This is an optimization exercise on Yosys and OpenROAD, whose aim is small area, a short achievable clock period and few clock cycles per item, not a production implementation.
At most, simulation tests tie the RTL to the original design; equivalence was not proved.
Power is estimated from default activity; no workload was simulated.

==> flow/design.v (excerpt) <==
module pkt_lkp_top
(
    input  logic      clk,
    input  logic      rst_i,
    input  logic      b2c_pkt_vld_i,
    input  logic      b2c_pkt_lkp_en_i,
    input  pkt_lkp_pkg::lkp_info_t b2c_pkt_lkp_info_i,
    input  pkt_lkp_pkg::odr_id_t   b2c_pkt_odr_id_i,
    input  logic      b2c_pkt_so_i,
    input  pkt_lkp_pkg::payload_t  b2c_pkt_payload_i,
    output logic      c2b_pkt_rdy_o,
    output logic      c2a_lkp_vld_o,
    output pkt_lkp_pkg::lkp_info_t c2a_lkp_info_o,
    output pkt_lkp_pkg::req_id_t   c2a_lkp_req_id_o,
    input  logic      a2c_lkp_rdy_i,
    input  logic      a2c_lkp_rsp_vld_i,
    input  pkt_lkp_pkg::req_id_t   a2c_lkp_rsp_id_i,
    input  pkt_lkp_pkg::lkp_info_t a2c_lkp_rslt_i,
    output logic      c2d_pkt_vld_o,
    output pkt_lkp_pkg::lkp_info_t c2d_pkt_lkp_rslt_o,
    output pkt_lkp_pkg::odr_id_t   c2d_pkt_odr_id_o,
    output logic      c2d_pkt_so_o,
    output pkt_lkp_pkg::payload_t  c2d_pkt_payload_o,
    input  logic      d2c_pkt_rdy_i
);
==> flow/config.mk <==
export PLATFORM = sky130hd
export DESIGN_NAME = pkt_lkp_top
export DESIGN_NICKNAME = pkt_lkp_top
export VERILOG_FILES = /design/flow/design.v
export SDC_FILE = /design/flow/constraint.sdc
export NUM_CORES = 4
export LEC_CHECK = 0
export CAP_MARGIN = 20
export CORE_MARGIN = 2
export CORE_UTILIZATION = 60
export PLACE_DENSITY = 0.75
export SETUP_SLACK_MARGIN = 2.0
export SLEW_MARGIN = 20
export TNS_END_PERCENT = 100
==> flow/constraint.sdc <==
create_clock -name core_clock -period 4.0 [get_ports {clk}]
set_input_delay 0.8000 -clock core_clock [delete_from_list [all_inputs] [get_ports {clk}]]
set_output_delay 0.8000 -clock core_clock [all_outputs]
set_load 0.01 [all_outputs]
standard.sh (not shown) runs the stock make flow with config.mk's settings and CLKGATE_MAP_FILE= SYNTH_SCRIPT=/design/flow/synth_recipe.tcl, a recipe that flattens the netlist after the stock synthesis.
==> flow/flow/run.sh <==
#!/bin/bash
# Standard layout, with plain buffers on the ports and footprint-free resizing.
set -euo pipefail
bash standard.sh MATCH_CELL_FOOTPRINT=0 "BUFFER_PORTS_ARGS=-buffer_cell sky130_fd_sc_hd__buf_1" finish > make_finish.log 2>&1
Edit:
- CORE_UTILIZATION: 60 -> 40
- CTS_CLUSTER_DIAMETER: unset -> 100
- CTS_CLUSTER_SIZE: unset -> 30
- PLACE_DENSITY: 0.75 -> unset
The changed run passed the timing, design-rule and antenna checks.
Setup slack is about the same.
Sequential power hardly moves.
Clock-buffer cell count decreases by 35.
Via count shrinks by 2.8%.
Worst hold slack gets worse by 0.011 ns.
Core utilization is lower by 25 points.
Register-to-register slack got worse by 0.03 ns.
Edit:
- CTS_CLUSTER_DIAMETER: 100 -> unset
- CTS_CLUSTER_SIZE: 30 -> unset
- SETUP_SLACK_MARGIN: 2.0 -> 2.3
The new run finished clean.
Maximum frequency climbs by 2.9%.
Clock-buffer cell count climbs by 38.
Clock power went up by about 90%.
Hold slack got worse by 0.028 ns.
First-iteration DRC count goes up by about 15%.
Setup slack is better by 0.058 ns.
Edit:
- SETUP_SLACK_MARGIN: 2.3 -> 2.0
What happened: Hold slack improved by 0.0048 ns; total power shrinks by a little under a tenth; design area shrinks by a little under a tenth; worst setup slack improved by 0.046 ns; flip-flop and latch count stays the same; clock-buffer cell count grows by 1; die area does not change; first-iteration DRC count grows slightly; register-to-register slack got worse by 0.07 ns; global-route usage shrinks by 1.7 points; sequential share of layout area grows by 5.0 points.
No run of this note included a check of the RTL's function; only the layout flow was run.


pkt_lkp_top, a different RTL version from the one above (not shown whole).
Design pkt_lkp_top, start of the top module:
module pkt_lkp_top
(
    input  logic      clk,
    input  logic      rst_i,
    input  logic      b2c_pkt_vld_i,
    input  logic      b2c_pkt_lkp_en_i,
    input  pkt_lkp_pkg::lkp_info_t b2c_pkt_lkp_info_i,
    input  pkt_lkp_pkg::odr_id_t   b2c_pkt_odr_id_i,
    input  logic      b2c_pkt_so_i,
    input  pkt_lkp_pkg::payload_t  b2c_pkt_payload_i,
    output logic      c2b_pkt_rdy_o,
    output logic      c2a_lkp_vld_o,
    output pkt_lkp_pkg::lkp_info_t c2a_lkp_info_o,
    output pkt_lkp_pkg::req_id_t   c2a_lkp_req_id_o,
    input  logic      a2c_lkp_rdy_i,
    input  logic      a2c_lkp_rsp_vld_i,
    input  pkt_lkp_pkg::req_id_t   a2c_lkp_rsp_id_i,
    input  pkt_lkp_pkg::lkp_info_t a2c_lkp_rslt_i,
    output logic      c2d_pkt_vld_o,
    output pkt_lkp_pkg::lkp_info_t c2d_pkt_lkp_rslt_o,
    output pkt_lkp_pkg::odr_id_t   c2d_pkt_odr_id_o,
    output logic      c2d_pkt_so_o,
    output pkt_lkp_pkg::payload_t  c2d_pkt_payload_o,
    input  logic      d2c_pkt_rdy_i
);
    localparam int RW = pkt_lkp_pkg::LKP_INFO_W;
    logic empty_q, full_d, done_d;
    logic req_q, req_d;
    logic leave;
    logic accept;
    assign leave         = c2d_pkt_vld_o && d2c_pkt_rdy_i;
    assign c2b_pkt_rdy_o = empty_q || leave;
    assign accept        = b2c_pkt_vld_i && c2b_pkt_rdy_o;
    assign c2a_lkp_vld_o    = req_q;
    assign c2a_lkp_info_o   = c2d_pkt_lkp_rslt_o;
    assign c2a_lkp_req_id_o = '0;
    always_comb
    begin
        req_d = req_q;
        if (accept && b2c_pkt_lkp_en_i)
            req_d = 1'b1;
        else if (a2c_lkp_rdy_i)
            req_d = 1'b0;
    end
    always_comb
    begin
        full_d = !empty_q;
        done_d = c2d_pkt_vld_o;
        if (accept)
        begin
            full_d = 1'b1;
            done_d = !b2c_pkt_lkp_en_i;
        end
        else
        begin
            if (leave)
                full_d = 1'b0;
            if (a2c_lkp_rsp_vld_i)
                done_d = 1'b1;
        end
    end
  ...
Settings: LEC_CHECK=0, CAP_MARGIN=20, CORE_MARGIN=2, CORE_UTILIZATION=70, CTS_CLUSTER_DIAMETER=100, CTS_CLUSTER_SIZE=30, SETUP_SLACK_MARGIN=2.0, SLEW_MARGIN=20, TNS_END_PERCENT=100; clock period 4.0 ns.
Scripts as last shown in full above: flow/flow/run.sh
Testbench counts at the start, summed over its fixed seeds: cycles 25,812, items 3,200.
Next try:
- CORE_UTILIZATION: 70 -> 40
Worst hold slack degrades by 0.052 ns.
Non-clock buffer count falls by 3.
Clock-buffer cell count shrinks by 1.
Fmax came out higher by about 1%.
Core utilization shrinks by 41 points.
Clock power came out higher by about 2%.
Design area came out higher by 1.2%.
Final cell count increases by 11%.
Next try:
- CORE_UTILIZATION: 40 -> 55
- SETUP_SLACK_MARGIN: 2.0 -> 2.2
Result: The changed run passed the timing, design-rule and antenna checks. Critical path depth is unchanged. Sequential power stays flat. Wire length came out higher slightly. Worst hold slack is worse by 0.0080 ns. Core utilization grows by 21 points. Design area goes down slightly. Global-route usage came out higher by 6.1 points. Worst setup slack gains 0.018 ns. Die area decreases by a quarter to a third. Combinational power grows by a few percent.
Next try:
- CORE_UTILIZATION: 55 -> 40
- CTS_CLUSTER_DIAMETER: 100 -> 60
- CTS_CLUSTER_SIZE: 30 -> 45
- SETUP_SLACK_MARGIN: 2.2 -> 2.0
Effect: The new run passed the timing, design-rule and antenna checks; final cell count goes up by 5.7%; clock-buffer cell count goes up by 1; power goes up by 4.6%; cell area goes up by 0.72%; critical path depth stays the same; non-clock buffer count goes down by 2; die area goes up by 35%; register-to-register slack got worse by 0.15 ns; sequential power hardly moves; worst hold slack improved by 0.0080 ns.


Setup of v2:
The RTL this note starts from:
==> flow/design.v <==
`timescale 1ns/1ps
package pkt_lkp_pkg;
    localparam int LKP_INFO_W     = 20;
    localparam int ODR_ID_W       = 3;
    localparam int PAYLOAD_W      = 64;
    localparam int REQ_ID_W       = 10;
    localparam int ROB_DEPTH      = 8;
    localparam int ROB_IDX_W      = 3;
    localparam int LKP_FIFO_DEPTH = 4;
    localparam int LKP_FIFO_IDX_W = 2;
    localparam int PKT_META_W     = 1 + LKP_INFO_W + ODR_ID_W + 1;
    localparam int LKP_REQ_W      = LKP_INFO_W + REQ_ID_W;
    typedef logic [LKP_INFO_W-1:0] lkp_info_t;
    typedef logic [ODR_ID_W-1:0]   odr_id_t;
    typedef logic [PAYLOAD_W-1:0]  payload_t;
    typedef logic [REQ_ID_W-1:0]   req_id_t;
    typedef logic [ROB_IDX_W-1:0]  rob_idx_t;
    typedef struct packed {
        logic      lkp_en;
        lkp_info_t lkp_info;
        odr_id_t   odr_id;
        logic      so;
    } pkt_meta_t;
    typedef struct packed {
        lkp_info_t info;
        req_id_t   req_id;
    } lkp_req_t;
    typedef struct packed {
        lkp_info_t rslt;
        odr_id_t   odr_id;
        logic      so;
        payload_t  payload;
    } out_pkt_t;
endpackage
`timescale 1ns/1ps
module pkt_lkp_top
(
    input  logic      clk,
    input  logic      rst_i,
    input  logic      b2c_pkt_vld_i,
    input  logic      b2c_pkt_lkp_en_i,
    input  pkt_lkp_pkg::lkp_info_t b2c_pkt_lkp_info_i,
    input  pkt_lkp_pkg::odr_id_t   b2c_pkt_odr_id_i,
    input  logic      b2c_pkt_so_i,
    input  pkt_lkp_pkg::payload_t  b2c_pkt_payload_i,
    output logic      c2b_pkt_rdy_o,
    output logic      c2a_lkp_vld_o,
    output pkt_lkp_pkg::lkp_info_t c2a_lkp_info_o,
    output pkt_lkp_pkg::req_id_t   c2a_lkp_req_id_o,
    input  logic      a2c_lkp_rdy_i,
    input  logic      a2c_lkp_rsp_vld_i,
    input  pkt_lkp_pkg::req_id_t   a2c_lkp_rsp_id_i,
    input  pkt_lkp_pkg::lkp_info_t a2c_lkp_rslt_i,
    output logic      c2d_pkt_vld_o,
    output pkt_lkp_pkg::lkp_info_t c2d_pkt_lkp_rslt_o,
    output pkt_lkp_pkg::odr_id_t   c2d_pkt_odr_id_o,
    output logic      c2d_pkt_so_o,
    output pkt_lkp_pkg::payload_t  c2d_pkt_payload_o,
    input  logic      d2c_pkt_rdy_i
);
    localparam int RW = pkt_lkp_pkg::LKP_INFO_W;
    logic full_q, done_q, full_d, done_d;
    logic empty_q;
    logic req_q, req_d;
    logic idle_q;
    logic leave;
    logic accept;
    assign leave         = c2d_pkt_vld_o && d2c_pkt_rdy_i;
    assign c2b_pkt_rdy_o = empty_q || leave;
    assign accept        = b2c_pkt_vld_i && c2b_pkt_rdy_o;
    assign c2a_lkp_vld_o    = req_q ||
                              (b2c_pkt_vld_i && b2c_pkt_lkp_en_i && empty_q) ||
                              (b2c_pkt_vld_i && b2c_pkt_lkp_en_i && c2d_pkt_vld_o && d2c_pkt_rdy_i);
    assign c2a_lkp_info_o   = (c2d_pkt_lkp_rslt_o & {RW{req_q}}) | (b2c_pkt_lkp_info_i & {RW{idle_q}});
    assign c2a_lkp_req_id_o = '0;
    always_comb
    begin
        req_d = req_q;
        if (accept && b2c_pkt_lkp_en_i)
            req_d = !a2c_lkp_rdy_i;
        else if (a2c_lkp_rdy_i)
            req_d = 1'b0;
    end
    always_comb
    begin
        full_d = full_q;
        done_d = done_q;
        if (accept)
        begin
            full_d = 1'b1;
            done_d = !b2c_pkt_lkp_en_i;
        end
        else
        begin
            if (leave)
                full_d = 1'b0;
            if (a2c_lkp_rsp_vld_i)
                done_d = 1'b1;
        end
    end
    always_ff @(posedge clk)
    begin
        if (rst_i)
        begin
            full_q        <= 1'b0;
            empty_q       <= 1'b1;
            done_q        <= 1'b0;
            c2d_pkt_vld_o <= 1'b0;
            req_q         <= 1'b0;
            idle_q        <= 1'b1;
        end
        else
        begin
            full_q        <= full_d;
            empty_q       <= !full_d;
            done_q        <= done_d;
            c2d_pkt_vld_o <= full_d && done_d;
            req_q         <= req_d;
            idle_q        <= !req_d;
        end
    end
    always_ff @(posedge clk)
    begin
        if (accept)
        begin
            {c2d_pkt_odr_id_o, c2d_pkt_so_o, c2d_pkt_payload_o} <=
                {b2c_pkt_odr_id_i, b2c_pkt_so_i, b2c_pkt_payload_i};
            c2d_pkt_lkp_rslt_o <= b2c_pkt_lkp_info_i & {RW{b2c_pkt_lkp_en_i}};
        end
        else if (a2c_lkp_rsp_vld_i)
            c2d_pkt_lkp_rslt_o <= a2c_lkp_rslt_i;
    end
endmodule
clock: 4.0 ns
lec_check: 0
cap_margin: 20
core_margin: 2
core_utilization: 40
cts_cluster_diameter: 100
cts_cluster_size: 30
slew_margin: 20
Scripts as last shown in full above: flow/flow/run.sh
What v41 does differently from v2 at the input level:
-- flow/config.mk --
<<< v2, line 13
>>> v41, line 13
export SETUP_SLACK_MARGIN = 1.5
<<< v2, line 14
>>> v41, line 15
export TNS_END_PERCENT = 100
### Flow results
Any difference in die area between v2 and v41 is small enough to ignore.
Length of routed met2 wiring: v2 vs v41 — no meaningful difference
In terms of share of cell area taken by flip-flops and latches, v2 and v41 differ only marginally.
The minimum hold slack on v41 is in line with that on v2.
Per the comparison of v41 with v2, half-perimeter wire length of the detailed placement result neither gained nor lost much, power of the clock network level.
Comparing v2 with v41, the share of total power in the clock network came out essentially unchanged.
As far as clock skew is concerned, v2 and v41 perform about the same.
For v20, these inputs were changed with respect to v41:
-- flow/config.mk --
<<< v41, line 13
export SETUP_SLACK_MARGIN = 1.5
>>> v20, line 13
export SETUP_SLACK_MARGIN = 2.0
## What came out
- Comparing the two runs side by side, v20 comes out ahead of v41 on maximum clock rate.
- Delta (v20 minus v41): number of levels the H-tree was split into was more or less identical; initial DRC count went up by 8.2%; clock-pin slew reported for the worst setup and hold paths after clock tree synthesis was more or less identical.
- Delta (v20 minus v41): setup slack picked up an extra 0.18 ns; synthesis-to-finish area growth picked up an extra 10 points.
- When v20 is measured against v41, its non-clock buffer count turns out about 7.5% higher.
- Compared with v41, v20 shows a higher cell area.
- The wire length reported by the detailed router in v41 is 0.915 times that in v20.
- When v20 is measured against v41, its via count turns out about 4% higher.
- Re minimum period implied by the final worst setup slack: v20 is 0.18 ns down on v41.
Function was not checked in any run of this note: the RTL went through the layout flow alone.

==> re-timing with driven ports <==
In the flow no input, the clock included, has a driving cell. The finished layouts below were timed again as built, in two steps. Step 1, drivers: a clkbuf_16 drives clk and a buf_2 each remaining input, both assumed. Step 2 moves the port delays by t, midway between the first and last clock arrival at a register: inputs arrive t later, outputs are due t later. That takes back most of the time a late clock gives input paths. Three values: no drivers, after step 1, after step 2; two values: the first two.
| run | t, ns | setup slack, ns | worst setup path after step 2 | clock arrival spread, ns |
|---|---|---|---|---|
| the first run of note 1 | 0.595 | 1.947 / 1.954 / 1.359 | input to register | 0.022 / 0.022 |
| the second run of note 1 | 0.601 | 1.946 / 1.939 / 1.338 | input to register | 0.025 / 0.025 |
| the third run of note 1 | 0.649 | 2.003 / 1.952 / 1.677 | input to register | 0.021 / 0.021 |
| the fourth run of note 1 | 0.636 | 2.050 / 1.999 / 1.418 | input to register | 0.018 / 0.018 |
| the first run of note 2 | 0.370 | 1.962 / 1.919 / 1.641 | input to register | 0.013 / 0.013 |
| the second run of note 2 | 0.373 | 1.982 / 1.933 / 1.644 | input to register | 0.017 / 0.018 |
| the third run of note 2 | 0.363 | 2.001 / 1.950 / 1.762 | input to register | 0.012 / 0.013 |
| the fourth run of note 2 | 0.373 | 1.982 / 1.933 / 1.644 | input to register | 0.017 / 0.018 |
| v2 | 0.369 | 1.510 / 1.487 / 1.487 | input to output | 0.014 / 0.013 |
| v41 | 0.368 | 1.561 / 1.538 / 1.538 | input to output | 0.013 / 0.013 |
| v20 | 0.377 | 1.736 / 1.698 / 1.655 | input to register | 0.012 / 0.012 |
After both steps every run listed still meets setup and hold. The setup slack of the fourth run of note 1, which loses most, moves by -0.051 ns with the drivers and by -0.632 ns with both steps.
